Context: an optimization exercise on an open-source flow, tuned for small area, a short achievable clock period and few clock cycles per item. The choices shown serve that exercise and are no tape-out recipe. No functional check of the RTL was part of any run shown here. Power and IR drop assume default switching activity.

## flow/design.v (module list and top-level ports; edited modules follow where they fit)
// module fpu_bpp: 10 lines
// module fpu_fa: 10 lines
// module fpu_mult_pre: 54 lines
// module fpu_mult_sa: 1298 lines
// module fpu_mult_sb: 290 lines
// module fpu_mult_arb: 113 lines
module fpu_mult_arb
#(
   parameter int NUM_REQ = 4
)(
   input  logic                    clk,
   input  logic                    rst,
   input  logic [NUM_REQ-1:0]      req_valid,
   output logic [NUM_REQ-1:0]      req_ready,
   input  logic [NUM_REQ*FP_W-1:0] req_a,
   input  logic [NUM_REQ*FP_W-1:0] req_b,
   output logic [NUM_REQ-1:0]      rsp_valid,
   input  logic [NUM_REQ-1:0]      rsp_ready,
   output logic [FP_W-1:0]         rsp_data,
   output logic                    busy
);
  // ...
==> flow/flow/run.sh <==
#!/bin/bash
# Layout flow: the standard layout (standard.sh: the standard synthesis,
# floorplan, power grid, placement, CTS and routing, all unchanged) with two
# settings of how the layout is made:
#   - every input and output port still gets its own buffer, but a
#     sky130_fd_sc_hd__buf_1 instead of the delay cell buffer_ports picks;
set -euo pipefail
MARGIN=5.5
cd "$(dirname "$0")/.."
bash standard.sh "BUFFER_PORTS_ARGS=-buffer_cell sky130_fd_sc_hd__buf_1" \
   "SETUP_SLACK_MARGIN=$MARGIN" finish > standard.log 2>&1
==> flow/standard.sh <==
#!/bin/bash
# synth_recipe.tcl (not shown) runs the flow's synth.tcl, then flattens the netlist and writes it again
# the make line also repeats each setting of config.mk as NAME=value (left out here)
make -C /OpenROAD-flow-scripts/flow DESIGN_CONFIG=/design/flow/config.mk WORK_HOME=/design/flow/orfs CLKGATE_MAP_FILE= SYNTH_SCRIPT=/design/flow/synth_recipe.tcl "${@:-finish}"
==> flow/config.mk <==
export PLATFORM = sky130hd
export DESIGN_NAME = fpu_mult_arb
export DESIGN_NICKNAME = fpu_mult_arb
export VERILOG_FILES = /design/flow/design.v
export SDC_FILE = /design/flow/constraint.sdc
export NUM_CORES = 4
export LEC_CHECK = 0
export CAP_MARGIN = 20
export CORE_MARGIN = 2
export CORE_UTILIZATION = 60
export SLEW_MARGIN = 20
export SYNTH_HIERARCHICAL = 1
export SYNTH_MINIMUM_KEEP_SIZE = 0
==> flow/constraint.sdc <==
create_clock -name core_clock -period 9.0 [get_ports {clk}]
set_input_delay 1.8000 -clock core_clock [delete_from_list [all_inputs] [get_ports {clk}]]
set_output_delay 1.8000 -clock core_clock [all_outputs]
set_load 0.01 [all_outputs]
==> results.rst, run 1 <==
.. list-table::
   :header-rows: 1

   * - Metric
     - Value
   * - Final hold violation count
     - 0
   * - Post-synthesis share of cell area spent on full adders, half adders and majority gates
     - 27.6%
   * - Die Y-Extent
     - 201 um
   * - DIE WIDTH
     - 201 um
   * - Arrival time at the worst endpoint
     - 4.01 ns
   * - Pre-CTS worst setup slack
     - 5.18 ns
   * - End of the worst register-to-register path
     - r2_cut[33]
   * - Placed Area
     - 0.0242 mm^2
   * - Clock slew seen by the registers of the worst setup and hold paths
     - 0.06 ns
   * - Total DRC errors in the routed layout
     - 0
   * - Max-area cell class
     - multi-input gates
   * - Area enclosed by the die boundary
     - 0.0404 mm^2
   * - Critical Path RT
     - 9.45 ns
   * - Critical path depth in cells
     - 8
   * - CORE AREA
     - 0.0385 mm^2
   * - Number of enable-type register cells in the synthesized netlist
     - 64
   * - Initial core utilization
     - 60.5%
   * - Wire length on met1
     - 31100 um
   * - Total clock network power
     - 1170 uW
   * - Combined flip-flop and latch cell area
     - 0.00628 mm^2
   * - Number of fill cells in the layout
     - 2695
   * - Result of the run
     - no timing/DRC/antenna violations
   * - Depth of the worst hold-timing path
     - 0
   * - Worst min path class
     - flip-flop to flip-flop
   * - Number of tap instances
     - 518
   * - Multi-input combinational cell area
     - 0.0161 mm^2
   * - Worst min-delay path startpoint
     - r1_s
   * - Sum of met2 wire segment lengths after detailed routing
     - 34800 um
   * - Post-DP HPWL
     - 45500 um
   * - Antenna violations before repair
     - 3
   * - Most frequently used cell type in the post-synthesis netlist
     - sky130_fd_sc_hd__xnor2_1
   * - Clock network area share
     - 3.34%
   * - Number of ordinary inverters in the final layout
     - 69
   * - Utilization of the core after routing
     - 72.8%
   * - Slew of the pin with the lowest slew margin
     - 0.998 ns
   * - Reg-to-reg slack, setup
     - 5.45 ns
   * - Largest area contributor in the synthesized netlist
     - sky130_fd_sc_hd__fa_1
   * - Commonest cells after routing, fill and taps aside
     - sky130_fd_sc_hd__xnor2_1 (321), sky130_fd_sc_hd__buf_1 (306), sky130_fd_sc_hd__a22oi_2 (264)
   * - Number of CTS-inserted buffers
     - 28
   * - Seq cells
     - 264
   * - Portion of netlist area occupied by mux cells
     - 2.06%
   * - Part of the total power dissipated in combinational logic
     - 56.9%
==> run 2: changes to the inputs <==
--- a/flow/design.v
+++ b/flow/design.v
@@ -7,4 +7,5 @@
    localparam int MAX_REQ    = 8;
-   localparam int MULT_CUT_W = 87;
+   localparam int MULT_CUT_W = 138;
    localparam int MULT_B_W   = 36;
+   localparam int MULT_S3_W  = 51;
 endpackage
@@ -89,3 +90,3 @@
    input  wire [35:0] bs,
-   output wire [86:0] cut
+   output wire [137:0] cut
 );
@@ -1162,78 +1163,221 @@
    fpu_fa u_s768 (.a(c515), .b(s516), .c(c665), .s(s768), .co(c769));
+   assign cut[0] = bp1;
+   assign cut[1] = neg0;
+   assign cut[2] = bp2;
+   assign cut[3] = s312;
+   assign cut[4] = s520;
+   assign cut[5] = s668;
+   assign cut[6] = c669;
+   assign cut[7] = c315;
+   assign cut[8] = s316;
+   assign cut[9] = s318;
+   assign cut[10] = s522;
+   assign cut[11] = c523;
+   assign cut[12] = s524;
+   assign cut[13] = c525;
+   assign cut[14] = s526;
+   assign cut[15] = s670;
+   assign cut[16] = s528;
+   assign cut[17] = c671;
+   assign cut[18] = s672;
+   assign cut[19] = c673;
+   assign cut[20] = s674;
+   assign cut[21] = c675;
+   assign cut[22] = s676;
+   assign cut[23] = c677;
+   assign cut[24] = s678;
+   assign cut[25] = c537;
+   assign cut[26] = s538;
+   assign cut[27] = c679;
+   assign cut[28] = s680;
+   assign cut[29] = s540;
+   assign cut[30] = c681;
+   assign cut[31] = s682;
+   assign cut[32] = s544;
+   assign cut[33] = c683;
+   assign cut[34] = s684;
+   assign cut[35] = s548;
+   assign cut[36] = c685;
+   assign cut[37] = s686;
+   assign cut[38] = s552;
+   assign cut[39] = c687;
+   assign cut[40] = s688;
+   assign cut[41] = s690;
+   assign cut[42] = c689;
+   assign cut[43] = c691;
+   assign cut[44] = s692;
+   assign cut[45] = s694;
+   assign cut[46] = c693;
+   assign cut[47] = c695;
+   assign cut[48] = s696;
+   assign cut[49] = s698;
+   assign cut[50] = c697;
+   assign cut[51] = c699;
+   assign cut[52] = s700;
+   assign cut[53] = s702;
+   assign cut[54] = c701;
+   assign cut[55] = c703;
+   assign cut[56] = s704;
+   assign cut[57] = s706;
+   assign cut[58] = c705;
+   assign cut[59] = c707;
+   assign cut[60] = s708;
+   assign cut[61] = s710;
+   assign cut[62] = c709;
+   assign cut[63] = c711;
+   assign cut[64] = s712;
+   assign cut[65] = s714;
+   assign cut[66] = c713;
+   assign cut[67] = c715;
+   assign cut[68] = s716;
+   assign cut[69] = s718;
+   assign cut[70] = c717;
+   assign cut[71] = c719;
+   assign cut[72] = s720;
+   assign cut[73] = s722;
+   assign cut[74] = c721;
+   assign cut[75] = c723;
+   assign cut[76] = s724;
+   assign cut[77] = s726;
+   assign cut[78] = c725;
+   assign cut[79] = c727;
+   assign cut[80] = s728;
+   assign cut[81] = s730;
+   assign cut[82] = c729;
+   assign cut[83] = c731;
+   assign cut[84] = s732;
+   assign cut[85] = s734;
+   assign cut[86] = c733;
+   assign cut[87] = c735;
+   assign cut[88] = s736;
+   assign cut[89] = s738;
+   assign cut[90] = c737;
+   assign cut[91] = c739;
+   assign cut[92] = s740;
+   assign cut[93] = s742;
+   assign cut[94] = c741;
+   assign cut[95] = c743;
+   assign cut[96] = s744;
+   assign cut[97] = s746;
+   assign cut[98] = c745;
+   assign cut[99] = c747;
+   assign cut[100] = s748;
+   assign cut[101] = s636;
+   assign cut[102] = c749;
+   assign cut[103] = s750;
+   assign cut[104] = s640;
+   assign cut[105] = c751;
+   assign cut[106] = s752;
+   assign cut[107] = s642;
+   assign cut[108] = s644;
+   assign cut[109] = c753;
+   assign cut[110] = s754;
+   assign cut[111] = s648;
+   assign cut[112] = c755;
+   assign cut[113] = s756;
+   assign cut[114] = c649;
+   assign cut[115] = s650;
+   assign cut[116] = c757;
+   assign cut[117] = s758;
+   assign cut[118] = s652;
+   assign cut[119] = c759;
+   assign cut[120] = s760;
+   assign cut[121] = c761;
+   assign cut[122] = s762;
+   assign cut[123] = c763;
+   assign cut[124] = s764;
+   assign cut[125] = s658;
+   assign cut[126] = c765;
+   assign cut[127] = s766;
+   assign cut[128] = c767;
+   assign cut[129] = c661;
+   assign cut[130] = s662;
+   assign cut[131] = c663;
+   assign cut[132] = s664;
+   assign cut[133] = s768;
+   assign cut[134] = c769;
+   assign cut[135] = c517;
+   assign cut[136] = s518;
+   assign cut[137] = s666;
+endmodule
+module fpu_mult_sb (
+   input  wire [137:0] cut,
+   output wire [50:0] hs
+);
    wire s770, c771;
-   fpu_fa u_s770 (.a(c315), .b(s316), .c(c669), .s(s770), .co(c771));
+   fpu_fa u_s770 (.a(cut[6]), .b(cut[7]), .c(cut[8]), .s(s770), .co(c771));
    wire s772, c773;
-   fpu_fa u_s772 (.a(c537), .b(s538), .c(s678), .s(s772), .co(c773));
+   fpu_fa u_s772 (.a(cut[23]), .b(cut[24]), .c(cut[25]), .s(s772), .co(c773));
    wire s774, c775;
-   fpu_fa u_s774 (.a(s540), .b(c679), .c(s680), .s(s774), .co(c775));
+   fpu_fa u_s774 (.a(cut[27]), .b(cut[28]), .c(cut[29]), .s(s774), .co(c775));
    wire s776, c777;
-   fpu_fa u_s776 (.a(s544), .b(c681), .c(s682), .s(s776), .co(c777));
+   fpu_fa u_s776 (.a(cut[30]), .b(cut[31]), .c(cut[32]), .s(s776), .co(c777));
    wire s778, c779;
-   fpu_fa u_s778 (.a(s548), .b(c683), .c(s684), .s(s778), .co(c779));
+   fpu_fa u_s778 (.a(cut[33]), .b(cut[34]), .c(cut[35]), .s(s778), .co(c779));
    wire s780, c781;
-   fpu_fa u_s780 (.a(s552), .b(c685), .c(s686), .s(s780), .co(c781));
+   fpu_fa u_s780 (.a(cut[36]), .b(cut[37]), .c(cut[38]), .s(s780), .co(c781));
    wire s782, c783;
-   fpu_fa u_s782 (.a(c687), .b(s688), .c(s690), .s(s782), .co(c783));
+   fpu_fa u_s782 (.a(cut[39]), .b(cut[40]), .c(cut[41]), .s(s782), .co(c783));
    wire s784, c785;
-   fpu_fa u_s784 (.a(c689), .b(s694), .c(c691), .s(s784), .co(c785));
+   fpu_fa u_s784 (.a(cut[42]), .b(cut[43]), .c(cut[44]), .s(s784), .co(c785));
    wire s786, c787;
-   fpu_fa u_s786 (.a(c695), .b(s698), .c(c693), .s(s786), .co(c787));
+   fpu_fa u_s786 (.a(cut[46]), .b(cut[47]), .c(cut[48]), .s(s786), .co(c787));
    wire s788, c789;
-   fpu_fa u_s788 (.a(c699), .b(s702), .c(c697), .s(s788), .co(c789));
+   fpu_fa u_s788 (.a(cut[50]), .b(cut[51]), .c(cut[52]), .s(s788), .co(c789));
    wire s790, c791;
-   fpu_fa u_s790 (.a(c703), .b(c701), .c(s704), .s(s790), .co(c791));
+   fpu_fa u_s790 (.a(cut[54]), .b(cut[55]), .c(cut[56]), .s(s790), .co(c791));
    wire s792, c793;
-   fpu_fa u_s792 (.a(c705), .b(s708), .c(c707), .s(s792), .co(c793));
+   fpu_fa u_s792 (.a(cut[58]), .b(cut[59]), .c(cut[60]), .s(s792), .co(c793));
    wire s794, c795;
-   fpu_fa u_s794 (.a(c709), .b(c711), .c(s712), .s(s794), .co(c795));
+   fpu_fa u_s794 (.a(cut[62]), .b(cut[63]), .c(cut[64]), .s(s794), .co(c795));
    wire s796, c797;
-   fpu_fa u_s796 (.a(c713), .b(c715), .c(s716), .s(s796), .co(c797));
+   fpu_fa u_s796 (.a(cut[66]), .b(cut[67]), .c(cut[68]), .s(s796), .co(c797));
    wire s798, c799;
-   fpu_fa u_s798 (.a(c717), .b(c719), .c(s720), .s(s798), .co(c799));
+   fpu_fa u_s798 (.a(cut[70]), .b(cut[71]), .c(cut[72]), .s(s798), .co(c799));
    wire s800, c801;
-   fpu_fa u_s800 (.a(c721), .b(c723), .c(s724), .s(s800), .co(c801));
+   fpu_fa u_s800 (.a(cut[74]), .b(cut[75]), .c(cut[76]), .s(s800), .co(c801));
    wire s802, c803;
-   fpu_fa u_s802 (.a(c725), .b(c727), .c(s728), .s(s802), .co(c803));
+   fpu_fa u_s802 (.a(cut[78]), .b(cut[79]), .c(cut[80]), .s(s802), .co(c803));
    wire s804, c805;
-   fpu_fa u_s804 (.a(c729), .b(c731), .c(s732), .s(s804), .co(c805));
+   fpu_fa u_s804 (.a(cut[82]), .b(cut[83]), .c(cut[84]), .s(s804), .co(c805));
    wire s806, c807;
-   fpu_fa u_s806 (.a(c733), .b(s736), .c(c735), .s(s806), .co(c807));
+   fpu_fa u_s806 (.a(cut[86]), .b(cut[87]), .c(cut[88]), .s(s806), .co(c807));
    wire s808, c809;
-   fpu_fa u_s808 (.a(c737), .b(s740), .c(c739), .s(s808), .co(c809));
+   fpu_fa u_s808 (.a(cut[90]), .b(cut[91]), .c(cut[92]), .s(s808), .co(c809));
    wire s810, c811;
-   fpu_fa u_s810 (.a(c741), .b(s746), .c(c743), .s(s810), .co(c811));
+   fpu_fa u_s810 (.a(cut[94]), .b(cut[95]), .c(cut[96]), .s(s810), .co(c811));
    wire s812, c813;
-   fpu_fa u_s812 (.a(s636), .b(c747), .c(c745), .s(s812), .co(c813));
+   fpu_fa u_s812 (.a(cut[98]), .b(cut[99]), .c(cut[100]), .s(s812), .co(c813));
    wire s814, c815;
-   fpu_fa u_s814 (.a(s640), .b(c749), .c(s750), .s(s814), .co(c815));
+   fpu_fa u_s814 (.a(cut[102]), .b(cut[103]), .c(cut[104]), .s(s814), .co(c815));
    wire s816, c817;
-   fpu_fa u_s816 (.a(s642), .b(s644), .c(c751), .s(s816), .co(c817));
+   fpu_fa u_s816 (.a(cut[105]), .b(cut[106]), .c(cut[107]), .s(s816), .co(c817));
    wire s818, c819;
-   fpu_fa u_s818 (.a(s648), .b(c753), .c(s754), .s(s818), .co(c819));
+   fpu_fa u_s818 (.a(cut[109]), .b(cut[110]), .c(cut[111]), .s(s818), .co(c819));
    wire s820, c821;
-   fpu_fa u_s820 (.a(c649), .b(s650), .c(c755), .s(s820), .co(c821));
+   fpu_fa u_s820 (.a(cut[112]), .b(cut[113]), .c(cut[114]), .s(s820), .co(c821));
    wire s822, c823;
-   fpu_fa u_s822 (.a(s652), .b(c757), .c(s758), .s(s822), .co(c823));
+   fpu_fa u_s822 (.a(cut[116]), .b(cut[117]), .c(cut[118]), .s(s822), .co(c823));
    wire s824, c825;
-   fpu_fa u_s824 (.a(s658), .b(c763), .c(s764), .s(s824), .co(c825));
+   fpu_fa u_s824 (.a(cut[123]), .b(cut[124]), .c(cut[125]), .s(s824), .co(c825));
    wire s826, c827;
-   fpu_fa u_s826 (.a(c661), .b(s662), .c(c767), .s(s826), .co(c827));
+   fpu_fa u_s826 (.a(cut[128]), .b(cut[129]), .c(cut[130]), .s(s826), .co(c827));
    wire s828, c829;
-   fpu_fa u_s828 (.a(c517), .b(s518), .c(c769), .s(s828), .co(c829));
+   fpu_fa u_s828 (.a(cut[134]), .b(cut[135]), .c(cut[136]), .s(s828), .co(c829));
    wire s830, c831;
-   fpu_fa u_s830 (.a(s318), .b(s522), .c(c771), .s(s830), .co(c831));
-   wire s832 = c523 ^ s524;
-   wire c833 = c523 & s524;
-   wire s834 = c525 ^ s526;
-   wire c835 = c525 & s526;
-   wire s836 = s528 ^ s670;
-   wire c837 = s528 & s670;
-   wire s838 = c671 ^ s672;
-   wire c839 = c671 & s672;
-   wire s840 = c673 ^ s674;
-   wire c841 = c673 & s674;
-   wire s842 = c675 ^ s676;
-   wire c843 = c675 & s676;
-   wire s844 = c677 ^ s772;
-   wire c845 = c677 & s772;
+   fpu_fa u_s830 (.a(cut[9]), .b(cut[10]), .c(c771), .s(s830), .co(c831));
+   wire s832 = cut[11] ^ cut[12];
+   wire c833 = cut[11] & cut[12];
+   wire s834 = cut[13] ^ cut[14];
+   wire c835 = cut[13] & cut[14];
+   wire s836 = cut[15] ^ cut[16];
+   wire c837 = cut[15] & cut[16];
+   wire s838 = cut[17] ^ cut[18];
+   wire c839 = cut[17] & cut[18];
+   wire s840 = cut[19] ^ cut[20];
+   wire c841 = cut[19] & cut[20];
+   wire s842 = cut[21] ^ cut[22];
+   wire c843 = cut[21] & cut[22];
+   wire s844 = cut[26] ^ s772;
+   wire c845 = cut[26] & s772;
    wire s846 = c773 ^ s774;
@@ -1249,31 +1393,31 @@
    wire s856, c857;
-   fpu_fa u_s856 (.a(s692), .b(c783), .c(s784), .s(s856), .co(c857));
+   fpu_fa u_s856 (.a(cut[45]), .b(c783), .c(s784), .s(s856), .co(c857));
    wire s858, c859;
-   fpu_fa u_s858 (.a(s696), .b(c785), .c(s786), .s(s858), .co(c859));
+   fpu_fa u_s858 (.a(cut[49]), .b(c785), .c(s786), .s(s858), .co(c859));
    wire s860, c861;
-   fpu_fa u_s860 (.a(s700), .b(c787), .c(s788), .s(s860), .co(c861));
+   fpu_fa u_s860 (.a(cut[53]), .b(c787), .c(s788), .s(s860), .co(c861));
    wire s862, c863;
-   fpu_fa u_s862 (.a(s706), .b(c789), .c(s790), .s(s862), .co(c863));
+   fpu_fa u_s862 (.a(cut[57]), .b(c789), .c(s790), .s(s862), .co(c863));
    wire s864, c865;
-   fpu_fa u_s864 (.a(s710), .b(c791), .c(s792), .s(s864), .co(c865));
+   fpu_fa u_s864 (.a(cut[61]), .b(c791), .c(s792), .s(s864), .co(c865));
    wire s866, c867;
-   fpu_fa u_s866 (.a(s714), .b(c793), .c(s794), .s(s866), .co(c867));
+   fpu_fa u_s866 (.a(cut[65]), .b(c793), .c(s794), .s(s866), .co(c867));
    wire s868, c869;
-   fpu_fa u_s868 (.a(s718), .b(c795), .c(s796), .s(s868), .co(c869));
+   fpu_fa u_s868 (.a(cut[69]), .b(c795), .c(s796), .s(s868), .co(c869));
    wire s870, c871;
-   fpu_fa u_s870 (.a(s722), .b(c797), .c(s798), .s(s870), .co(c871));
+   fpu_fa u_s870 (.a(cut[73]), .b(c797), .c(s798), .s(s870), .co(c871));
    wire s872, c873;
-   fpu_fa u_s872 (.a(s726), .b(c799), .c(s800), .s(s872), .co(c873));
+   fpu_fa u_s872 (.a(cut[77]), .b(c799), .c(s800), .s(s872), .co(c873));
    wire s874, c875;
-   fpu_fa u_s874 (.a(s730), .b(c801), .c(s802), .s(s874), .co(c875));
+   fpu_fa u_s874 (.a(cut[81]), .b(c801), .c(s802), .s(s874), .co(c875));
    wire s876, c877;
-   fpu_fa u_s876 (.a(s734), .b(c803), .c(s804), .s(s876), .co(c877));
+   fpu_fa u_s876 (.a(cut[85]), .b(c803), .c(s804), .s(s876), .co(c877));
    wire s878, c879;
-   fpu_fa u_s878 (.a(s738), .b(c805), .c(s806), .s(s878), .co(c879));
+   fpu_fa u_s878 (.a(cut[89]), .b(c805), .c(s806), .s(s878), .co(c879));
    wire s880, c881;
-   fpu_fa u_s880 (.a(s742), .b(c807), .c(s808), .s(s880), .co(c881));
+   fpu_fa u_s880 (.a(cut[93]), .b(c807), .c(s808), .s(s880), .co(c881));
    wire s882, c883;
-   fpu_fa u_s882 (.a(s744), .b(c809), .c(s810), .s(s882), .co(c883));
+   fpu_fa u_s882 (.a(cut[97]), .b(c809), .c(s810), .s(s882), .co(c883));
    wire s884, c885;
-   fpu_fa u_s884 (.a(s748), .b(c811), .c(s812), .s(s884), .co(c885));
+   fpu_fa u_s884 (.a(cut[101]), .b(c811), .c(s812), .s(s884), .co(c885));
    wire s886 = c813 ^ s814;
@@ -1281,3 +1425,3 @@
    wire s888, c889;
-   fpu_fa u_s888 (.a(s752), .b(c815), .c(s816), .s(s888), .co(c889));
+   fpu_fa u_s888 (.a(cut[108]), .b(c815), .c(s816), .s(s888), .co(c889));
    wire s890 = c817 ^ s818;
@@ -1285,3 +1429,3 @@
    wire s892, c893;
-   fpu_fa u_s892 (.a(s756), .b(c819), .c(s820), .s(s892), .co(c893));
+   fpu_fa u_s892 (.a(cut[115]), .b(c819), .c(s820), .s(s892), .co(c893));
    wire s894 = c821 ^ s822;
@@ -1289,386 +1433,256 @@
    wire s896, c897;
-   fpu_fa u_s896 (.a(c759), .b(s760), .c(c823), .s(s896), .co(c897));
-   wire s898 = c761 ^ s762;
-   wire c899 = c761 & s762;
+   fpu_fa u_s896 (.a(cut[119]), .b(cut[120]), .c(c823), .s(s896), .co(c897));
+   wire s898 = cut[121] ^ cut[122];
+   wire c899 = cut[121] & cut[122];
    wire s900, c901;
-   fpu_fa u_s900 (.a(c765), .b(s766), .c(c825), .s(s900), .co(c901));
+   fpu_fa u_s900 (.a(cut[126]), .b(cut[127]), .c(c825), .s(s900), .co(c901));
    wire s902, c903;
-   fpu_fa u_s902 (.a(c663), .b(s664), .c(c827), .s(s902), .co(c903));
-   assign cut[0] = bp1;
-   assign cut[1] = neg0;
-   assign cut[2] = bp2;
-   assign cut[3] = s312;
-   assign cut[4] = s520;
-   assign cut[5] = s668;
-   assign cut[6] = s770;
-   assign cut[7] = s830;
-   assign cut[8] = c831;
-   assign cut[9] = s832;
-   assign cut[10] = c833;
-   assign cut[11] = s834;
-   assign cut[12] = c835;
-   assign cut[13] = s836;
-   assign cut[14] = c837;
-   assign cut[15] = s838;
-   assign cut[16] = c839;
-   assign cut[17] = s840;
-   assign cut[18] = c841;
-   assign cut[19] = s842;
-   assign cut[20] = c843;
-   assign cut[21] = s844;
-   assign cut[22] = c845;
-   assign cut[23] = s846;
-   assign cut[24] = c847;
-   assign cut[25] = s848;
-   assign cut[26] = c849;
-   assign cut[27] = s850;
-   assign cut[28] = c851;
-   assign cut[29] = s852;
-   assign cut[30] = c853;
-   assign cut[31] = s854;
-   assign cut[32] = c855;
-   assign cut[33] = s856;
-   assign cut[34] = c857;
-   assign cut[35] = s858;
-   assign cut[36] = c859;
-   assign cut[37] = s860;
-   assign cut[38] = c861;
-   assign cut[39] = s862;
-   assign cut[40] = c863;
-   assign cut[41] = s864;
-   assign cut[42] = c865;
-   assign cut[43] = s866;
-   assign cut[44] = c867;
-   assign cut[45] = s868;
-   assign cut[46] = c869;
-   assign cut[47] = s870;
-   assign cut[48] = c871;
-   assign cut[49] = s872;
-   assign cut[50] = c873;
-   assign cut[51] = s874;
-   assign cut[52] = c875;
-   assign cut[53] = s876;
-   assign cut[54] = c877;
-   assign cut[55] = s878;
-   assign cut[56] = c879;
-   assign cut[57] = s880;
-   assign cut[58] = c881;
-   assign cut[59] = s882;
-   assign cut[60] = c883;
-   assign cut[61] = s884;
-   assign cut[62] = c885;
-   assign cut[63] = s886;
-   assign cut[64] = c887;
-   assign cut[65] = s888;
-   assign cut[66] = c889;
-   assign cut[67] = s890;
-   assign cut[68] = c891;
-   assign cut[69] = s892;
-   assign cut[70] = c893;
-   assign cut[71] = s894;
-   assign cut[72] = c895;
-   assign cut[73] = s896;
-   assign cut[74] = c897;
-   assign cut[75] = s898;
-   assign cut[76] = c899;
-   assign cut[77] = s824;
-   assign cut[78] = s900;
-   assign cut[79] = c901;
-   assign cut[80] = s826;
-   assign cut[81] = s902;
-   assign cut[82] = c903;
-   assign cut[83] = s768;
-   assign cut[84] = s828;
-   assign cut[85] = s666;
-   assign cut[86] = c829;
+   fpu_fa u_s902 (.a(cut[131]), .b(cut[132]), .c(c827), .s(s902), .co(c903));
+   wire [47:0] x = {cut[137], s828, c903, s902, c901, s900, c899, c897, c895, c893, c891, c889, c887, c885, c883, c881, c879, c877, c875, c873, c871, c869, c867, c865, c863, c861, c859, c857, c855, c853, c851, c849, c847, c845, c843, c841, c839, c837, c835, c833, c831, s830, s770, cut[5], cut[4], cut[3], cut[2], cut[0]};
+   wire [47:0] y = {c829, 1'b0, cut[133], 1'b0, s826, 1'b0, s824, s898, s896, s894, s892, s890, s888, s886, s884, s882, s880, s878, s876, s874, s872, s870, s868, s866, s864, s862, s860, s858, s856, s854, s852, s850, s848, s846, s844, s842, s840, s838, s836, s834, s832, 1'b0, 1'b0, 1'b0, 1'b0, 1'b0, 1'b0, cut[1]};
+   wire [22:0] g = x[22:0] & y[22:0];
+   wire [22:0] p = x[22:0] ^ y[22:0];
+   wire lG0_1 = g[1] | (p[1] & g[0]);
+   wire lP0_1 = p[1] & p[0];
+   wire lG0_3 = g[3] | (p[3] & g[2]);
+   wire lP0_3 = p[3] & p[2];
+   wire lG0_5 = g[5] | (p[5] & g[4]);
+   wire lP0_5 = p[5] & p[4];
+   wire lG0_7 = g[7] | (p[7] & g[6]);
+   wire lP0_7 = p[7] & p[6];
+   wire lG0_9 = g[9] | (p[9] & g[8]);
+   wire lP0_9 = p[9] & p[8];
+   wire lG0_11 = g[11] | (p[11] & g[10]);
+   wire lP0_11 = p[11] & p[10];
+   wire lG0_13 = g[13] | (p[13] & g[12]);
+   wire lP0_13 = p[13] & p[12];
+   wire lG0_15 = g[15] | (p[15] & g[14]);
+   wire lP0_15 = p[15] & p[14];
+   wire lG0_17 = g[17] | (p[17] & g[16]);
+   wire lP0_17 = p[17] & p[16];
+   wire lG0_19 = g[19] | (p[19] & g[18]);
+   wire lP0_19 = p[19] & p[18];
+   wire lG0_21 = g[21] | (p[21] & g[20]);
+   wire lP0_21 = p[21] & p[20];
+   wire lG1_2 = g[2] | (p[2] & lG0_1);
+   wire lP1_2 = p[2] & lP0_1;
+   wire lG1_3 = lG0_3 | (lP0_3 & lG0_1);
+   wire lP1_3 = lP0_3 & lP0_1;
+   wire lG1_6 = g[6] | (p[6] & lG0_5);
+   wire lP1_6 = p[6] & lP0_5;
+   wire lG1_7 = lG0_7 | (lP0_7 & lG0_5);
+   wire lP1_7 = lP0_7 & lP0_5;
+   wire lG1_10 = g[10] | (p[10] & lG0_9);
+   wire lP1_10 = p[10] & lP0_9;
+   wire lG1_11 = lG0_11 | (lP0_11 & lG0_9);
+   wire lP1_11 = lP0_11 & lP0_9;
+   wire lG1_14 = g[14] | (p[14] & lG0_13);
+   wire lP1_14 = p[14] & lP0_13;
+   wire lG1_15 = lG0_15 | (lP0_15 & lG0_13);
+   wire lP1_15 = lP0_15 & lP0_13;
+   wire lG1_18 = g[18] | (p[18] & lG0_17);
+   wire lP1_18 = p[18] & lP0_17;
+   wire lG1_19 = lG0_19 | (lP0_19 & lG0_17);
+   wire lP1_19 = lP0_19 & lP0_17;
+   wire lG1_22 = g[22] | (p[22] & lG0_21);
+   wire lP1_22 = p[22] & lP0_21;
+   wire lG2_4 = g[4] | (p[4] & lG1_3);
+   wire lP2_4 = p[4] & lP1_3;
+   wire lG2_5 = lG0_5 | (lP0_5 & lG1_3);
+   wire lP2_5 = lP0_5 & lP1_3;
+   wire lG2_6 = lG1_6 | (lP1_6 & lG1_3);
+   wire lP2_6 = lP1_6 & lP1_3;
+   wire lG2_7 = lG1_7 | (lP1_7 & lG1_3);
+   wire lP2_7 = lP1_7 & lP1_3;
+   wire lG2_12 = g[12] | (p[12] & lG1_11);
+   wire lP2_12 = p[12] & lP1_11;
+   wire lG2_13 = lG0_13 | (lP0_13 & lG1_11);
+   wire lP2_13 = lP0_13 & lP1_11;
+   wire lG2_14 = lG1_14 | (lP1_14 & lG1_11);
+   wire lP2_14 = lP1_14 & lP1_11;
+   wire lG2_15 = lG1_15 | (lP1_15 & lG1_11);
+   wire lP2_15 = lP1_15 & lP1_11;
+   wire lG2_20 = g[20] | (p[20] & lG1_19);
+   wire lP2_20 = p[20] & lP1_19;
+   wire lG2_21 = lG0_21 | (lP0_21 & lG1_19);
+   wire lP2_21 = lP0_21 & lP1_19;
+   wire lG2_22 = lG1_22 | (lP1_22 & lG1_19);
+   wire lP2_22 = lP1_22 & lP1_19;
+   wire lG3_8 = g[8] | (p[8] & lG2_7);
+   wire lP3_8 = p[8] & lP2_7;
+   wire lG3_9 = lG0_9 | (lP0_9 & lG2_7);
+   wire lP3_9 = lP0_9 & lP2_7;
+   wire lG3_10 = lG1_10 | (lP1_10 & lG2_7);
+   wire lP3_10 = lP1_10 & lP2_7;
+   wire lG3_11 = lG1_11 | (lP1_11 & lG2_7);
+   wire lP3_11 = lP1_11 & lP2_7;
+   wire lG3_12 = lG2_12 | (lP2_12 & lG2_7);
+   wire lP3_12 = lP2_12 & lP2_7;
+   wire lG3_13 = lG2_13 | (lP2_13 & lG2_7);
+   wire lP3_13 = lP2_13 & lP2_7;
+   wire lG3_14 = lG2_14 | (lP2_14 & lG2_7);
+   wire lP3_14 = lP2_14 & lP2_7;
+   wire lG3_15 = lG2_15 | (lP2_15 & lG2_7);
+   wire lP3_15 = lP2_15 & lP2_7;
+   wire lG4_16 = g[16] | (p[16] & lG3_15);
+   wire lP4_16 = p[16] & lP3_15;
+   wire lG4_17 = lG0_17 | (lP0_17 & lG3_15);
+   wire lP4_17 = lP0_17 & lP3_15;
+   wire lG4_18 = lG1_18 | (lP1_18 & lG3_15);
+   wire lP4_18 = lP1_18 & lP3_15;
+   wire lG4_19 = lG1_19 | (lP1_19 & lG3_15);
+   wire lP4_19 = lP1_19 & lP3_15;
+   wire lG4_20 = lG2_20 | (lP2_20 & lG3_15);
+   wire lP4_20 = lP2_20 & lP3_15;
+   wire lG4_21 = lG2_21 | (lP2_21 & lG3_15);
+   wire lP4_21 = lP2_21 & lP3_15;
+   wire lG4_22 = lG2_22 | (lP2_22 & lG3_15);
+   wire lP4_22 = lP2_22 & lP3_15;
+   assign hs = {lG4_22, y[47:23], x[47:23]};
 endmodule
-module fpu_mult_sb (
-   input  wire [86:0] cut,
+module fpu_mult_sc (
+   input  wire [50:0] hs,
    output wire [24:0] hi
 );
-   wire [47:0] x = {cut[85], cut[84], cut[82], cut[81], cut[79], cut[78], cut[76], cut[74], cut[72], cut[70], cut[68], cut[66], cut[64], cut[62], cut[60], cut[58], cut[56], cut[54], cut[52], cut[50], cut[48], cut[46], cut[44], cut[42], cut[40], cut[38], cut[36], cut[34], cut[32], cut[30], cut[28], cut[26], cut[24], cut[22], cut[20], cut[18], cut[16], cut[14], cut[12], cut[10], cut[8], cut[7], cut[6], cut[5], cut[4], cut[3], cut[2], cut[0]};
-   wire [47:0] y = {cut[86], 1'b0, cut[83], 1'b0, cut[80], 1'b0, cut[77], cut[75], cut[73], cut[71], cut[69], cut[67], cut[65], cut[63], cut[61], cut[59], cut[57], cut[55], cut[53], cut[51], cut[49], cut[47], cut[45], cut[43], cut[41], cut[39], cut[37], cut[35], cut[33], cut[31], cut[29], cut[27], cut[25], cut[23], cut[21], cut[19], cut[17], cut[15], cut[13], cut[11], cut[9], 1'b0, 1'b0, 1'b0, 1'b0, 1'b0, 1'b0, cut[1]};
-   wire [47:0] g = x & y;
-   wire [47:0] p = x ^ y;
-   wire G0_1 = g[1] | (p[1] & g[0]);
-   wire P0_1 = p[1] & p[0];
-   wire G0_3 = g[3] | (p[3] & g[2]);
-   wire P0_3 = p[3] & p[2];
-   wire G0_5 = g[5] | (p[5] & g[4]);
-   wire P0_5 = p[5] & p[4];
-   wire G0_7 = g[7] | (p[7] & g[6]);
-   wire P0_7 = p[7] & p[6];
-   wire G0_9 = g[9] | (p[9] & g[8]);
-   wire P0_9 = p[9] & p[8];
-   wire G0_11 = g[11] | (p[11] & g[10]);
-   wire P0_11 = p[11] & p[10];
-   wire G0_13 = g[13] | (p[13] & g[12]);
-   wire P0_13 = p[13] & p[12];
-   wire G0_15 = g[15] | (p[15] & g[14]);
-   wire P0_15 = p[15] & p[14];
-   wire G0_17 = g[17] | (p[17] & g[16]);
-   wire P0_17 = p[17] & p[16];
-   wire G0_19 = g[19] | (p[19] & g[18]);
-   wire P0_19 = p[19] & p[18];
-   wire G0_21 = g[21] | (p[21] & g[20]);
-   wire P0_21 = p[21] & p[20];
-   wire G0_23 = g[23] | (p[23] & g[22]);
-   wire P0_23 = p[23] & p[22];
-   wire G0_25 = g[25] | (p[25] & g[24]);
-   wire P0_25 = p[25] & p[24];
-   wire G0_27 = g[27] | (p[27] & g[26]);
-   wire P0_27 = p[27] & p[26];
-   wire G0_29 = g[29] | (p[29] & g[28]);
-   wire P0_29 = p[29] & p[28];
-   wire G0_31 = g[31] | (p[31] & g[30]);
-   wire P0_31 = p[31] & p[30];
-   wire G0_33 = g[33] | (p[33] & g[32]);
-   wire P0_33 = p[33] & p[32];
-   wire G0_35 = g[35] | (p[35] & g[34]);
-   wire P0_35 = p[35] & p[34];
-   wire G0_37 = g[37] | (p[37] & g[36]);
-   wire P0_37 = p[37] & p[36];
-   wire G0_39 = g[39] | (p[39] & g[38]);
-   wire P0_39 = p[39] & p[38];
-   wire G0_41 = g[41] | (p[41] & g[40]);
-   wire P0_41 = p[41] & p[40];
-   wire G0_43 = g[43] | (p[43] & g[42]);
-   wire P0_43 = p[43] & p[42];
-   wire G0_45 = g[45] | (p[45] & g[44]);
-   wire P0_45 = p[45] & p[44];
-   wire G0_47 = g[47] | (p[47] & g[46]);
-   wire P0_47 = p[47] & p[46];
-   wire G1_2 = g[2] | (p[2] & G0_1);
-   wire P1_2 = p[2] & P0_1;
-   wire G1_3 = G0_3 | (P0_3 & G0_1);
-   wire P1_3 = P0_3 & P0_1;
-   wire G1_6 = g[6] | (p[6] & G0_5);
-   wire P1_6 = p[6] & P0_5;
-   wire G1_7 = G0_7 | (P0_7 & G0_5);
-   wire P1_7 = P0_7 & P0_5;
-   wire G1_10 = g[10] | (p[10] & G0_9);
-   wire P1_10 = p[10] & P0_9;
-   wire G1_11 = G0_11 | (P0_11 & G0_9);
-   wire P1_11 = P0_11 & P0_9;
-   wire G1_14 = g[14] | (p[14] & G0_13);
-   wire P1_14 = p[14] & P0_13;
-   wire G1_15 = G0_15 | (P0_15 & G0_13);
-   wire P1_15 = P0_15 & P0_13;
-   wire G1_18 = g[18] | (p[18] & G0_17);
-   wire P1_18 = p[18] & P0_17;
-   wire G1_19 = G0_19 | (P0_19 & G0_17);
-   wire P1_19 = P0_19 & P0_17;
-   wire G1_22 = g[22] | (p[22] & G0_21);
-   wire P1_22 = p[22] & P0_21;
-   wire G1_23 = G0_23 | (P0_23 & G0_21);
-   wire P1_23 = P0_23 & P0_21;
-   wire G1_26 = g[26] | (p[26] & G0_25);
-   wire P1_26 = p[26] & P0_25;
-   wire G1_27 = G0_27 | (P0_27 & G0_25);
-   wire P1_27 = P0_27 & P0_25;
-   wire G1_30 = g[30] | (p[30] & G0_29);
-   wire P1_30 = p[30] & P0_29;
-   wire G1_31 = G0_31 | (P0_31 & G0_29);
-   wire P1_31 = P0_31 & P0_29;
-   wire G1_34 = g[34] | (p[34] & G0_33);
-   wire P1_34 = p[34] & P0_33;
-   wire G1_35 = G0_35 | (P0_35 & G0_33);
-   wire P1_35 = P0_35 & P0_33;
-   wire G1_38 = g[38] | (p[38] & G0_37);
-   wire P1_38 = p[38] & P0_37;
-   wire G1_39 = G0_39 | (P0_39 & G0_37);
-   wire P1_39 = P0_39 & P0_37;
-   wire G1_42 = g[42] | (p[42] & G0_41);
-   wire P1_42 = p[42] & P0_41;
-   wire G1_43 = G0_43 | (P0_43 & G0_41);
-   wire P1_43 = P0_43 & P0_41;
-   wire G1_46 = g[46] | (p[46] & G0_45);
-   wire P1_46 = p[46] & P0_45;
-   wire G1_47 = G0_47 | (P0_47 & G0_45);
-   wire P1_47 = P0_47 & P0_45;
-   wire G2_4 = g[4] | (p[4] & G1_3);
-   wire P2_4 = p[4] & P1_3;
-   wire G2_5 = G0_5 | (P0_5 & G1_3);
-   wire P2_5 = P0_5 & P1_3;
-   wire G2_6 = G1_6 | (P1_6 & G1_3);
-   wire P2_6 = P1_6 & P1_3;
-   wire G2_7 = G1_7 | (P1_7 & G1_3);
-   wire P2_7 = P1_7 & P1_3;
-   wire G2_12 = g[12] | (p[12] & G1_11);
-   wire P2_12 = p[12] & P1_11;
-   wire G2_13 = G0_13 | (P0_13 & G1_11);
-   wire P2_13 = P0_13 & P1_11;
-   wire G2_14 = G1_14 | (P1_14 & G1_11);
-   wire P2_14 = P1_14 & P1_11;
-   wire G2_15 = G1_15 | (P1_15 & G1_11);
-   wire P2_15 = P1_15 & P1_11;
-   wire G2_20 = g[20] | (p[20] & G1_19);
-   wire P2_20 = p[20] & P1_19;
-   wire G2_21 = G0_21 | (P0_21 & G1_19);
-   wire P2_21 = P0_21 & P1_19;
-   wire G2_22 = G1_22 | (P1_22 & G1_19);
-   wire P2_22 = P1_22 & P1_19;
-   wire G2_23 = G1_23 | (P1_23 & G1_19);
-   wire P2_23 = P1_23 & P1_19;
-   wire G2_28 = g[28] | (p[28] & G1_27);
-   wire P2_28 = p[28] & P1_27;
-   wire G2_29 = G0_29 | (P0_29 & G1_27);
-   wire P2_29 = P0_29 & P1_27;
-   wire G2_30 = G1_30 | (P1_30 & G1_27);
-   wire P2_30 = P1_30 & P1_27;
-   wire G2_31 = G1_31 | (P1_31 & G1_27);
-   wire P2_31 = P1_31 & P1_27;
-   wire G2_36 = g[36] | (p[36] & G1_35);
-   wire P2_36 = p[36] & P1_35;
-   wire G2_37 = G0_37 | (P0_37 & G1_35);
-   wire P2_37 = P0_37 & P1_35;
-   wire G2_38 = G1_38 | (P1_38 & G1_35);
-   wire P2_38 = P1_38 & P1_35;
-   wire G2_39 = G1_39 | (P1_39 & G1_35);
-   wire P2_39 = P1_39 & P1_35;
-   wire G2_44 = g[44] | (p[44] & G1_43);
-   wire P2_44 = p[44] & P1_43;
-   wire G2_45 = G0_45 | (P0_45 & G1_43);
-   wire P2_45 = P0_45 & P1_43;
-   wire G2_46 = G1_46 | (P1_46 & G1_43);
-   wire P2_46 = P1_46 & P1_43;
-   wire G2_47 = G1_47 | (P1_47 & G1_43);
-   wire P2_47 = P1_47 & P1_43;
-   wire G3_8 = g[8] | (p[8] & G2_7);
-   wire P3_8 = p[8] & P2_7;
-   wire G3_9 = G0_9 | (P0_9 & G2_7);
-   wire P3_9 = P0_9 & P2_7;
-   wire G3_10 = G1_10 | (P1_10 & G2_7);
-   wire P3_10 = P1_10 & P2_7;
-   wire G3_11 = G1_11 | (P1_11 & G2_7);
-   wire P3_11 = P1_11 & P2_7;
-   wire G3_12 = G2_12 | (P2_12 & G2_7);
-   wire P3_12 = P2_12 & P2_7;
-   wire G3_13 = G2_13 | (P2_13 & G2_7);
-   wire P3_13 = P2_13 & P2_7;
-   wire G3_14 = G2_14 | (P2_14 & G2_7);
-   wire P3_14 = P2_14 & P2_7;
-   wire G3_15 = G2_15 | (P2_15 & G2_7);
-   wire P3_15 = P2_15 & P2_7;
-   wire G3_24 = g[24] | (p[24] & G2_23);
-   wire P3_24 = p[24] & P2_23;
-   wire G3_25 = G0_25 | (P0_25 & G2_23);
-   wire P3_25 = P0_25 & P2_23;
-   wire G3_26 = G1_26 | (P1_26 & G2_23);
-   wire P3_26 = P1_26 & P2_23;
-   wire G3_27 = G1_27 | (P1_27 & G2_23);
-   wire P3_27 = P1_27 & P2_23;
-   wire G3_28 = G2_28 | (P2_28 & G2_23);
-   wire P3_28 = P2_28 & P2_23;
-   wire G3_29 = G2_29 | (P2_29 & G2_23);
-   wire P3_29 = P2_29 & P2_23;
-   wire G3_30 = G2_30 | (P2_30 & G2_23);
-   wire P3_30 = P2_30 & P2_23;
-   wire G3_31 = G2_31 | (P2_31 & G2_23);
-   wire P3_31 = P2_31 & P2_23;
-   wire G3_40 = g[40] | (p[40] & G2_39);
-   wire P3_40 = p[40] & P2_39;
-   wire G3_41 = G0_41 | (P0_41 & G2_39);
-   wire P3_41 = P0_41 & P2_39;
-   wire G3_42 = G1_42 | (P1_42 & G2_39);
-   wire P3_42 = P1_42 & P2_39;
-   wire G3_43 = G1_43 | (P1_43 & G2_39);
-   wire P3_43 = P1_43 & P2_39;
-   wire G3_44 = G2_44 | (P2_44 & G2_39);
-   wire P3_44 = P2_44 & P2_39;
-   wire G3_45 = G2_45 | (P2_45 & G2_39);
-   wire P3_45 = P2_45 & P2_39;
-   wire G3_46 = G2_46 | (P2_46 & G2_39);
-   wire P3_46 = P2_46 & P2_39;
-   wire G3_47 = G2_47 | (P2_47 & G2_39);
-   wire P3_47 = P2_47 & P2_39;
-   wire G4_16 = g[16] | (p[16] & G3_15);
-   wire P4_16 = p[16] & P3_15;
-   wire G4_17 = G0_17 | (P0_17 & G3_15);
-   wire P4_17 = P0_17 & P3_15;
-   wire G4_18 = G1_18 | (P1_18 & G3_15);
-   wire P4_18 = P1_18 & P3_15;
-   wire G4_19 = G1_19 | (P1_19 & G3_15);
-   wire P4_19 = P1_19 & P3_15;
-   wire G4_20 = G2_20 | (P2_20 & G3_15);
-   wire P4_20 = P2_20 & P3_15;
-   wire G4_21 = G2_21 | (P2_21 & G3_15);
-   wire P4_21 = P2_21 & P3_15;
-   wire G4_22 = G2_22 | (P2_22 & G3_15);
-   wire P4_22 = P2_22 & P3_15;
-   wire G4_23 = G2_23 | (P2_23 & G3_15);
-   wire P4_23 = P2_23 & P3_15;
-   wire G4_24 = G3_24 | (P3_24 & G3_15);
-   wire P4_24 = P3_24 & P3_15;
-   wire G4_25 = G3_25 | (P3_25 & G3_15);
-   wire P4_25 = P3_25 & P3_15;
-   wire G4_26 = G3_26 | (P3_26 & G3_15);
-   wire P4_26 = P3_26 & P3_15;
-   wire G4_27 = G3_27 | (P3_27 & G3_15);
-   wire P4_27 = P3_27 & P3_15;
-   wire G4_28 = G3_28 | (P3_28 & G3_15);
-   wire P4_28 = P3_28 & P3_15;
-   wire G4_29 = G3_29 | (P3_29 & G3_15);
-   wire P4_29 = P3_29 & P3_15;
-   wire G4_30 = G3_30 | (P3_30 & G3_15);
-   wire P4_30 = P3_30 & P3_15;
-   wire G4_31 = G3_31 | (P3_31 & G3_15);
-   wire P4_31 = P3_31 & P3_15;
-   wire G5_32 = g[32] | (p[32] & G4_31);
-   wire P5_32 = p[32] & P4_31;
-   wire G5_33 = G0_33 | (P0_33 & G4_31);
-   wire P5_33 = P0_33 & P4_31;
-   wire G5_34 = G1_34 | (P1_34 & G4_31);
-   wire P5_34 = P1_34 & P4_31;
-   wire G5_35 = G1_35 | (P1_35 & G4_31);
-   wire P5_35 = P1_35 & P4_31;
-   wire G5_36 = G2_36 | (P2_36 & G4_31);
-   wire P5_36 = P2_36 & P4_31;
-   wire G5_37 = G2_37 | (P2_37 & G4_31);
-   wire P5_37 = P2_37 & P4_31;
-   wire G5_38 = G2_38 | (P2_38 & G4_31);
-   wire P5_38 = P2_38 & P4_31;
-   wire G5_39 = G2_39 | (P2_39 & G4_31);
-   wire P5_39 = P2_39 & P4_31;
-   wire G5_40 = G3_40 | (P3_40 & G4_31);
-   wire P5_40 = P3_40 & P4_31;
-   wire G5_41 = G3_41 | (P3_41 & G4_31);
-   wire P5_41 = P3_41 & P4_31;
-   wire G5_42 = G3_42 | (P3_42 & G4_31);
-   wire P5_42 = P3_42 & P4_31;
-   wire G5_43 = G3_43 | (P3_43 & G4_31);
-   wire P5_43 = P3_43 & P4_31;
-   wire G5_44 = G3_44 | (P3_44 & G4_31);
-   wire P5_44 = P3_44 & P4_31;
-   wire G5_45 = G3_45 | (P3_45 & G4_31);
-   wire P5_45 = P3_45 & P4_31;
-   wire G5_46 = G3_46 | (P3_46 & G4_31);
-   wire P5_46 = P3_46 & P4_31;
-   wire G5_47 = G3_47 | (P3_47 & G4_31);
-   wire P5_47 = P3_47 & P4_31;
-   assign hi[0] = p[23] ^ G4_22;
-   assign hi[1] = p[24] ^ G4_23;
-   assign hi[2] = p[25] ^ G4_24;
-   assign hi[3] = p[26] ^ G4_25;
-   assign hi[4] = p[27] ^ G4_26;
-   assign hi[5] = p[28] ^ G4_27;
-   assign hi[6] = p[29] ^ G4_28;
-   assign hi[7] = p[30] ^ G4_29;
-   assign hi[8] = p[31] ^ G4_30;
-   assign hi[9] = p[32] ^ G4_31;
-   assign hi[10] = p[33] ^ G5_32;
-   assign hi[11] = p[34] ^ G5_33;
-   assign hi[12] = p[35] ^ G5_34;
-   assign hi[13] = p[36] ^ G5_35;
-   assign hi[14] = p[37] ^ G5_36;
-   assign hi[15] = p[38] ^ G5_37;
-   assign hi[16] = p[39] ^ G5_38;
-   assign hi[17] = p[40] ^ G5_39;
-   assign hi[18] = p[41] ^ G5_40;
-   assign hi[19] = p[42] ^ G5_41;
-   assign hi[20] = p[43] ^ G5_42;
-   assign hi[21] = p[44] ^ G5_43;
-   assign hi[22] = p[45] ^ G5_44;
-   assign hi[23] = p[46] ^ G5_45;
-   assign hi[24] = p[47] ^ G5_46;
+   wire [24:0] g = hs[24:0] & hs[49:25];
+   wire [24:0] p = hs[24:0] ^ hs[49:25];
+   wire hG0_1 = g[0] | (p[0] & hs[50]);
+   wire hP0_1 = p[0] & 1'b0;
+   wire hG0_3 = g[2] | (p[2] & g[1]);
+   wire hP0_3 = p[2] & p[1];
+   wire hG0_5 = g[4] | (p[4] & g[3]);
+   wire hP0_5 = p[4] & p[3];
+   wire hG0_7 = g[6] | (p[6] & g[5]);
+   wire hP0_7 = p[6] & p[5];
+   wire hG0_9 = g[8] | (p[8] & g[7]);
+   wire hP0_9 = p[8] & p[7];
+   wire hG0_11 = g[10] | (p[10] & g[9]);
+   wire hP0_11 = p[10] & p[9];
+   wire hG0_13 = g[12] | (p[12] & g[11]);
+   wire hP0_13 = p[12] & p[11];
+   wire hG0_15 = g[14] | (p[14] & g[13]);
+   wire hP0_15 = p[14] & p[13];
+   wire hG0_17 = g[16] | (p[16] & g[15]);
+   wire hP0_17 = p[16] & p[15];
+   wire hG0_19 = g[18] | (p[18] & g[17]);
+   wire hP0_19 = p[18] & p[17];
+   wire hG0_21 = g[20] | (p[20] & g[19]);
+   wire hP0_21 = p[20] & p[19];
+   wire hG0_23 = g[22] | (p[22] & g[21]);
+   wire hP0_23 = p[22] & p[21];
+   wire hG0_25 = g[24] | (p[24] & g[23]);
+   wire hP0_25 = p[24] & p[23];
+   wire hG1_2 = g[1] | (p[1] & hG0_1);
+   wire hP1_2 = p[1] & hP0_1;
+   wire hG1_3 = hG0_3 | (hP0_3 & hG0_1);
+   wire hP1_3 = hP0_3 & hP0_1;
+   wire hG1_6 = g[5] | (p[5] & hG0_5);
+   wire hP1_6 = p[5] & hP0_5;
+   wire hG1_7 = hG0_7 | (hP0_7 & hG0_5);
+   wire hP1_7 = hP0_7 & hP0_5;
+   wire hG1_10 = g[9] | (p[9] & hG0_9);
+   wire hP1_10 = p[9] & hP0_9;
+   wire hG1_11 = hG0_11 | (hP0_11 & hG0_9);
+   wire hP1_11 = hP0_11 & hP0_9;
+   wire hG1_14 = g[13] | (p[13] & hG0_13);
+   wire hP1_14 = p[13] & hP0_13;
+   wire hG1_15 = hG0_15 | (hP0_15 & hG0_13);
+   wire hP1_15 = hP0_15 & hP0_13;
+   wire hG1_18 = g[17] | (p[17] & hG0_17);
+   wire hP1_18 = p[17] & hP0_17;
+   wire hG1_19 = hG0_19 | (hP0_19 & hG0_17);
+   wire hP1_19 = hP0_19 & hP0_17;
+   wire hG1_22 = g[21] | (p[21] & hG0_21);
+   wire hP1_22 = p[21] & hP0_21;
+   wire hG1_23 = hG0_23 | (hP0_23 & hG0_21);
+   wire hP1_23 = hP0_23 & hP0_21;
+   wire hG2_4 = g[3] | (p[3] & hG1_3);
+   wire hP2_4 = p[3] & hP1_3;
+   wire hG2_5 = hG0_5 | (hP0_5 & hG1_3);
+   wire hP2_5 = hP0_5 & hP1_3;
+   wire hG2_6 = hG1_6 | (hP1_6 & hG1_3);
+   wire hP2_6 = hP1_6 & hP1_3;
+   wire hG2_7 = hG1_7 | (hP1_7 & hG1_3);
+   wire hP2_7 = hP1_7 & hP1_3;
+   wire hG2_12 = g[11] | (p[11] & hG1_11);
+   wire hP2_12 = p[11] & hP1_11;
+   wire hG2_13 = hG0_13 | (hP0_13 & hG1_11);
+   wire hP2_13 = hP0_13 & hP1_11;
+   wire hG2_14 = hG1_14 | (hP1_14 & hG1_11);
+   wire hP2_14 = hP1_14 & hP1_11;
+   wire hG2_15 = hG1_15 | (hP1_15 & hG1_11);
+   wire hP2_15 = hP1_15 & hP1_11;
+   wire hG2_20 = g[19] | (p[19] & hG1_19);
+   wire hP2_20 = p[19] & hP1_19;
+   wire hG2_21 = hG0_21 | (hP0_21 & hG1_19);
+   wire hP2_21 = hP0_21 & hP1_19;
+   wire hG2_22 = hG1_22 | (hP1_22 & hG1_19);
+   wire hP2_22 = hP1_22 & hP1_19;
+   wire hG2_23 = hG1_23 | (hP1_23 & hG1_19);
+   wire hP2_23 = hP1_23 & hP1_19;
+   wire hG3_8 = g[7] | (p[7] & hG2_7);
+   wire hP3_8 = p[7] & hP2_7;
+   wire hG3_9 = hG0_9 | (hP0_9 & hG2_7);
+   wire hP3_9 = hP0_9 & hP2_7;
+   wire hG3_10 = hG1_10 | (hP1_10 & hG2_7);
+   wire hP3_10 = hP1_10 & hP2_7;
+   wire hG3_11 = hG1_11 | (hP1_11 & hG2_7);
+   wire hP3_11 = hP1_11 & hP2_7;
+   wire hG3_12 = hG2_12 | (hP2_12 & hG2_7);
+   wire hP3_12 = hP2_12 & hP2_7;
+   wire hG3_13 = hG2_13 | (hP2_13 & hG2_7);
+   wire hP3_13 = hP2_13 & hP2_7;
+   wire hG3_14 = hG2_14 | (hP2_14 & hG2_7);
+   wire hP3_14 = hP2_14 & hP2_7;
+   wire hG3_15 = hG2_15 | (hP2_15 & hG2_7);
+   wire hP3_15 = hP2_15 & hP2_7;
+   wire hG3_24 = g[23] | (p[23] & hG2_23);
+   wire hP3_24 = p[23] & hP2_23;
+   wire hG3_25 = hG0_25 | (hP0_25 & hG2_23);
+   wire hP3_25 = hP0_25 & hP2_23;
+   wire hG4_16 = g[15] | (p[15] & hG3_15);
+   wire hP4_16 = p[15] & hP3_15;
+   wire hG4_17 = hG0_17 | (hP0_17 & hG3_15);
+   wire hP4_17 = hP0_17 & hP3_15;
+   wire hG4_18 = hG1_18 | (hP1_18 & hG3_15);
+   wire hP4_18 = hP1_18 & hP3_15;
+   wire hG4_19 = hG1_19 | (hP1_19 & hG3_15);
+   wire hP4_19 = hP1_19 & hP3_15;
+   wire hG4_20 = hG2_20 | (hP2_20 & hG3_15);
+   wire hP4_20 = hP2_20 & hP3_15;
+   wire hG4_21 = hG2_21 | (hP2_21 & hG3_15);
+   wire hP4_21 = hP2_21 & hP3_15;
+   wire hG4_22 = hG2_22 | (hP2_22 & hG3_15);
+   wire hP4_22 = hP2_22 & hP3_15;
+   wire hG4_23 = hG2_23 | (hP2_23 & hG3_15);
+   wire hP4_23 = hP2_23 & hP3_15;
+   wire hG4_24 = hG3_24 | (hP3_24 & hG3_15);
+   wire hP4_24 = hP3_24 & hP3_15;
+   wire hG4_25 = hG3_25 | (hP3_25 & hG3_15);
+   wire hP4_25 = hP3_25 & hP3_15;
+   assign hi[0] = p[0] ^ hs[50];
+   assign hi[1] = p[1] ^ hG0_1;
+   assign hi[2] = p[2] ^ hG1_2;
+   assign hi[3] = p[3] ^ hG1_3;
+   assign hi[4] = p[4] ^ hG2_4;
+   assign hi[5] = p[5] ^ hG2_5;
+   assign hi[6] = p[6] ^ hG2_6;
+   assign hi[7] = p[7] ^ hG2_7;
+   assign hi[8] = p[8] ^ hG3_8;
+   assign hi[9] = p[9] ^ hG3_9;
+   assign hi[10] = p[10] ^ hG3_10;
+   assign hi[11] = p[11] ^ hG3_11;
+   assign hi[12] = p[12] ^ hG3_12;
+   assign hi[13] = p[13] ^ hG3_13;
+   assign hi[14] = p[14] ^ hG3_14;
+   assign hi[15] = p[15] ^ hG3_15;
+   assign hi[16] = p[16] ^ hG4_16;
+   assign hi[17] = p[17] ^ hG4_17;
+   assign hi[18] = p[18] ^ hG4_18;
+   assign hi[19] = p[19] ^ hG4_19;
+   assign hi[20] = p[20] ^ hG4_20;
+   assign hi[21] = p[21] ^ hG4_21;
+   assign hi[22] = p[22] ^ hG4_22;
+   assign hi[23] = p[23] ^ hG4_23;
+   assign hi[24] = p[24] ^ hG4_24;
 endmodule
@@ -1695,8 +1709,7 @@
    logic        r_v1;        
+   logic        r_v2;        
    logic [3:0]  r_rdy;       
-   logic [1:0]  r_f;         
-   logic [3:0]  r_o0, r_o1;  
-   logic        r_wp;        
-   logic        r_rp;        
-   logic [3:0]  r_rv;        
+   logic [3:0]  r_hown;      
+   logic        r_kv;        
+   logic [3:0]  r_kown;      
    logic        r_busy;
@@ -1704,10 +1717,14 @@
    logic [MULT_B_W-1:0] r1_bs;    
-   logic [7:0]  r1_e;
+   logic [7:0]  r1_ea, r1_eb;
    logic        r1_s;
    logic [NC-1:0] r2_cut;
-   logic [7:0]  r2_e, r2_e1;      
+   logic [7:0]  r2_e;
    logic        r2_s;
-   logic [31:0] r_d0, r_d1;   
-   logic        r_s0, r_s1;   
+   logic [MULT_S3_W-1:0] r3_hs;  
+   logic [7:0]  r3_e, r3_e1;     
+   logic        r3_s;
+   logic [31:0] r_hdata;         
+   logic [31:0] r_kdata;         
    wire [3:0] w_own1 = {r_ptr[0], r_ptr[3:1]};
+   wire [3:0] w_own2 = {r_ptr[1:0], r_ptr[3:2]};
    logic [31:0] w_a, w_b;
@@ -1725,15 +1742,12 @@
    fpu_mult_sa u_sa (.ma(r1_ma), .bs(r1_bs), .cut(w_cut));
+   logic [MULT_S3_W-1:0] w_hs;
+   fpu_mult_sb u_sb (.cut(r2_cut), .hs(w_hs));
    logic [24:0] w_hi;
-   fpu_mult_sb u_sb (.cut(r2_cut), .hi(w_hi));
-   wire [31:0] w_res = w_hi[24] ? {r2_s, r2_e1, w_hi[23:1]} : {r2_s, r2_e, w_hi[22:0]};
-   wire       w_taken = |(r_rv & rsp_ready);
-   wire       w_acc   = |r_rdy;
-   wire [1:0] w_wr    = {w_acc & r_wp, w_acc & ~r_wp};
-   wire [1:0] w_rd    = {w_taken & r_rp, w_taken & ~r_rp};
-   wire [1:0] w_f_n   = (r_f & ~w_rd) | w_wr;
-   wire       w_rp_n  = r_rp ^ w_taken;
-   wire [3:0] w_o0_n  = w_wr[0] ? r_rdy : r_o0;
-   wire [3:0] w_o1_n  = w_wr[1] ? r_rdy : r_o1;
-   wire       w_full  = &w_f_n;         
-   wire       w_drop  = r_v1 & w_full;
+   fpu_mult_sc u_sc (.hs(r3_hs), .hi(w_hi));
+   wire [31:0] w_res = w_hi[24] ? {r3_s, r3_e1, w_hi[23:1]} : {r3_s, r3_e, w_hi[22:0]};
+   wire w_taken = |(r_hown & rsp_ready);
+   wire w_hfree = ~(|r_hown) | w_taken;
+   wire w_acc   = |r_rdy;
+   wire w_kv_n  = w_hfree ? (r_kv & w_acc) : (r_kv | w_acc);
+   wire w_drop  = r_v2 & w_kv_n;       
    always_ff @(posedge clk or posedge rst) begin
@@ -1742,25 +1756,30 @@
          r_v1   <= 1'b0;
+         r_v2   <= 1'b0;
          r_rdy  <= '0;
-         r_f    <= '0;
-         r_o0   <= '0;
-         r_o1   <= '0;
-         r_wp   <= 1'b0;
-         r_rp   <= 1'b0;
-         r_rv   <= '0;
+         r_hown <= '0;
+         r_kv   <= 1'b0;
+         r_kown <= '0;
          r_busy <= 1'b0;
       end else begin
-         r_f    <= w_f_n;
-         r_o0   <= w_o0_n;
-         r_o1   <= w_o1_n;
-         r_wp   <= r_wp ^ w_acc;
-         r_rp   <= w_rp_n;
-         r_rv   <= w_rp_n ? (w_f_n[1] ? w_o1_n : 4'b0) : (w_f_n[0] ? w_o0_n : 4'b0);
-         r_busy <= |w_f_n;
+         if (w_hfree) begin
+            if (r_kv) begin
+               r_hown <= r_kown;
+               r_kown <= r_rdy;
+            end else begin
+               r_hown <= r_rdy;
+            end
+         end else if (w_acc) begin
+            r_kown <= r_rdy;
+         end
+         r_kv   <= w_kv_n;
+         r_busy <= ~w_hfree | r_kv | w_acc;
          if (w_drop) begin
             r_v1  <= 1'b0;
+            r_v2  <= 1'b0;
             r_rdy <= '0;
-            r_ptr <= w_own1;
+            r_ptr <= w_own2;
          end else begin
             r_v1  <= |(req_valid & r_ptr);
-            r_rdy <= {4{r_v1}} & w_own1;
+            r_v2  <= r_v1;
+            r_rdy <= {4{r_v2}} & w_own2;
             r_ptr <= {r_ptr[2:0], r_ptr[3]};
@@ -1772,18 +1791,20 @@
       r1_bs  <= w_bs;
-      r1_e   <= w_a[30:23] + w_b[30:23] + 8'd129;    
+      r1_ea  <= w_a[30:23];
+      r1_eb  <= w_b[30:23];
       r1_s   <= w_a[31] ^ w_b[31];
       r2_cut <= w_cut;
-      r2_e   <= r1_e;
-      r2_e1  <= r1_e + 8'd1;
+      r2_e   <= r1_ea + r1_eb + 8'd129;    
       r2_s   <= r1_s;
-      r_s0   <= ~w_rp_n;
-      r_s1   <= w_rp_n;
-      if (w_wr[0])
-         r_d0 <= w_res;
-      if (w_wr[1])
-         r_d1 <= w_res;
+      r3_hs  <= w_hs;
+      r3_e   <= r2_e;
+      r3_e1  <= r2_e + 8'd1;
+      r3_s   <= r2_s;
+      if (w_hfree)
+         r_hdata <= r_kv ? r_kdata : w_res;
+      if (~(r_kv & ~w_hfree))
+         r_kdata <= w_res;
    end
    assign req_ready = r_rdy;
-   assign rsp_valid = r_rv;
-   assign rsp_data  = ({32{r_s0}} & r_d0) | ({32{r_s1}} & r_d1);
+   assign rsp_valid = r_hown;
+   assign rsp_data  = r_hdata;
    assign busy      = r_busy;
--- a/flow/flow/run.sh
+++ b/flow/flow/run.sh
@@ -7,3 +7,3 @@
 set -euo pipefail
-MARGIN=5.5
+MARGIN=6.0
 cd "$(dirname "$0")/.."
==> run 2 against run 1 <==
Compared with the run above: fmax grew 13%; still clean; core utilization shrank 6.9 points; area after synthesis rose by 14%; worst setup slack improved by 0.40 ns; final cell count is 5.0% higher; worst hold slack got worse by 0.049 ns; via count shrank 3.0%; clock skew down 0.0046 ns; cell area up 3.4%; routed wire length decreased by 7.8%.
==> results.rst, run 2 <==
.. list-table::
   :header-rows: 1

   * - Metric
     - Value
   * - Arrival time at the worst endpoint
     - 3.47 ns (was 4.01 ns)
   * - Area enclosed by the die boundary
     - 0.0459 mm^2 (was 0.0404 mm^2)
   * - Commonest cells after routing, fill and taps aside
     - sky130_fd_sc_hd__xnor2_1 (317), sky130_fd_sc_hd__buf_1 (302), sky130_fd_sc_hd__a22oi_2 (266), sky130_fd_sc_hd__fa_1 (266), sky130_fd_sc_hd__dfxtp_1 (242) (was sky130_fd_sc_hd__xnor2_1 (321), sky130_fd_sc_hd__buf_1 (306), sky130_fd_sc_hd__a22oi_2 (264))
   * - Max-slew headroom
     - 28.9% (was 33.4%)
   * - Utilization of the core after routing
     - 66.0% (was 72.8%)
   * - Final hold violation count
     - 0 (unchanged)
   * - Slew of the pin with the lowest slew margin
     - 1.07 ns (was 0.998 ns)
   * - Number of CTS-inserted buffers
     - 43 (was 28)
   * - Number of enable-type register cells in the synthesized netlist
     - 64 (unchanged)
   * - Final worst-path cycle share
     - 35.1% (was 39.5%)
   * - Most frequently used flop master after synthesis
     - sky130_fd_sc_hd__dfxtp_1 (unchanged)
   * - Most frequently used cell type in the post-synthesis netlist
     - sky130_fd_sc_hd__xnor2_1 (unchanged)
   * - Worst min path class
     - flip-flop to flip-flop (unchanged)
   * - CORE AREA
     - 0.0439 mm^2 (was 0.0385 mm^2)
   * - Die Y-Extent
     - 214 um (was 201 um)
   * - Largest area contributor in the synthesized netlist
     - sky130_fd_sc_hd__dfxtp_1 (was sky130_fd_sc_hd__fa_1)
   * - Post-DP HPWL
     - 47800 um (was 45500 um)
   * - Antenna violations before repair
     - 3 (unchanged)
   * - Initial core utilization
     - 60.3% (was 60.5%)
   * - Result of the run
     - no timing/DRC/antenna violations (unchanged)
   * - Critical Path RT
     - 9.31 ns (was 9.45 ns)
   * - Clock slew seen by the registers of the worst setup and hold paths
     - 0.06 ns (about the same)
   * - Io pins
     - 307 (unchanged)
-- run 2: timing repair --
item	4_1_cts	5_1_grt
endpoints found under the setup margin	81	115
gates cloned	2	1
setup buffers	11	14
gates resized for setup	46	65
hold buffers	0	0
pin swaps	12	11
-- run 2: through the flow --
step | cell area, um^2 | power, uW | instances | setup slack (ns)
floorplan | 26600 | 6400 | 2163 | 5.36
detailed placement | 26800 | 6700 | 2821 | 5.35
global route | 29000 | 9780 | 2931 | 5.78
CTS | 28600 | 8880 | 2913 | 5.81
global placement | 26800 | 6570 | 2821 | 5.44
finish | 29000 | 9140 | 2932 | 5.84
-- run 2: final timing paths --
kind                                  start           to  slack [ns]  depth (start not counted)
worst max register to register     r3_hs[0]  r_hdata[16]        5.84                         11
worst min-delay path            r2_cut[133]    r3_hs[47]        0.33                          0
worst max-delay path               r3_hs[0]  r_hdata[16]        5.84                         11
worst min register to register  r2_cut[133]    r3_hs[47]        0.33                          0
min in group asynchronous               rst    r_kown[2]        1.33                          2
max in group asynchronous               rst     r_ptr[1]        7.13                          2
-- run 2: cells by family after synthesis --
family	Yosys count	synth area share [%]
AO/OA/AOI/OAI	494	18.8
XOR/XNOR	338	11.2
adder cells (fa/ha/maj)	356	24.4
buffers and inverters	339	8.06
flip-flops	375	31.1
multiplexers	74	3.09
other	3	0.0425
AND/OR/NAND/NOR	182	3.36
-- run 2: worst max-delay path, delay by kind of cell (launching register included) --
family | cells | cell delay [ns]
compound gates | 4 | 0.96
fa+ha+maj | 1 | 0.42
buf+inv | 3 | 0.55
flops | 1 | 0.32
mux | 2 | 0.56
simple gates | 1 | 0.07
-- run 2: final cells by class --
type	instances	area, um^2	area share, %
Inverter	76	285	0.984
Clock buffer	60	1200	4.16
Clock inverter	19	295	1.02
Tap cell	592	741	2.56
Timing Repair Buffer	357	1650	5.70
Antenna cell	4	10.0	0.0345
Sequential cell	375	8410	29.0
Multi-Input combinational cell	1449	16400	56.5
-- run 2: power breakdown --
part	switching, uW	leakage, uW	total [uW]	internal (uW)
logic	2160	0.00615	4390	2230
registers	401	0.00331	2910	2510
clock network	724	0.000729	1840	1120
total	3290	0.0102	9140	5860
-- run 2: modules after synthesis (local to each module, per instance) --
| module | flops+latches | cell area (um^2) |
|---|---|---|
| fpu_mult_sb | 0 | 941 |
| fpu_mult_arb | 375 | 11100 |
| fpu_fa | 0 | 20.0 |
| fpu_mult_sa | 0 | 1900 |
| fpu_mult_pre | 0 | 576 |
| fpu_bpp | 0 | 21.3 |
| fpu_mult_sc | 0 | 1130 |
-- run 2: per-layer routing --
layer | vias up | global-route usage, % | routed length, um
li1 | 7699 | - | -
met1 | 8909 | 41.8 | 29900
met2 | 794 | 52.7 | 34400
met3 | 160 | 6.00 | 5480
met4 | 0 | 11.7 | 2750
met5 | - | 0 | 0
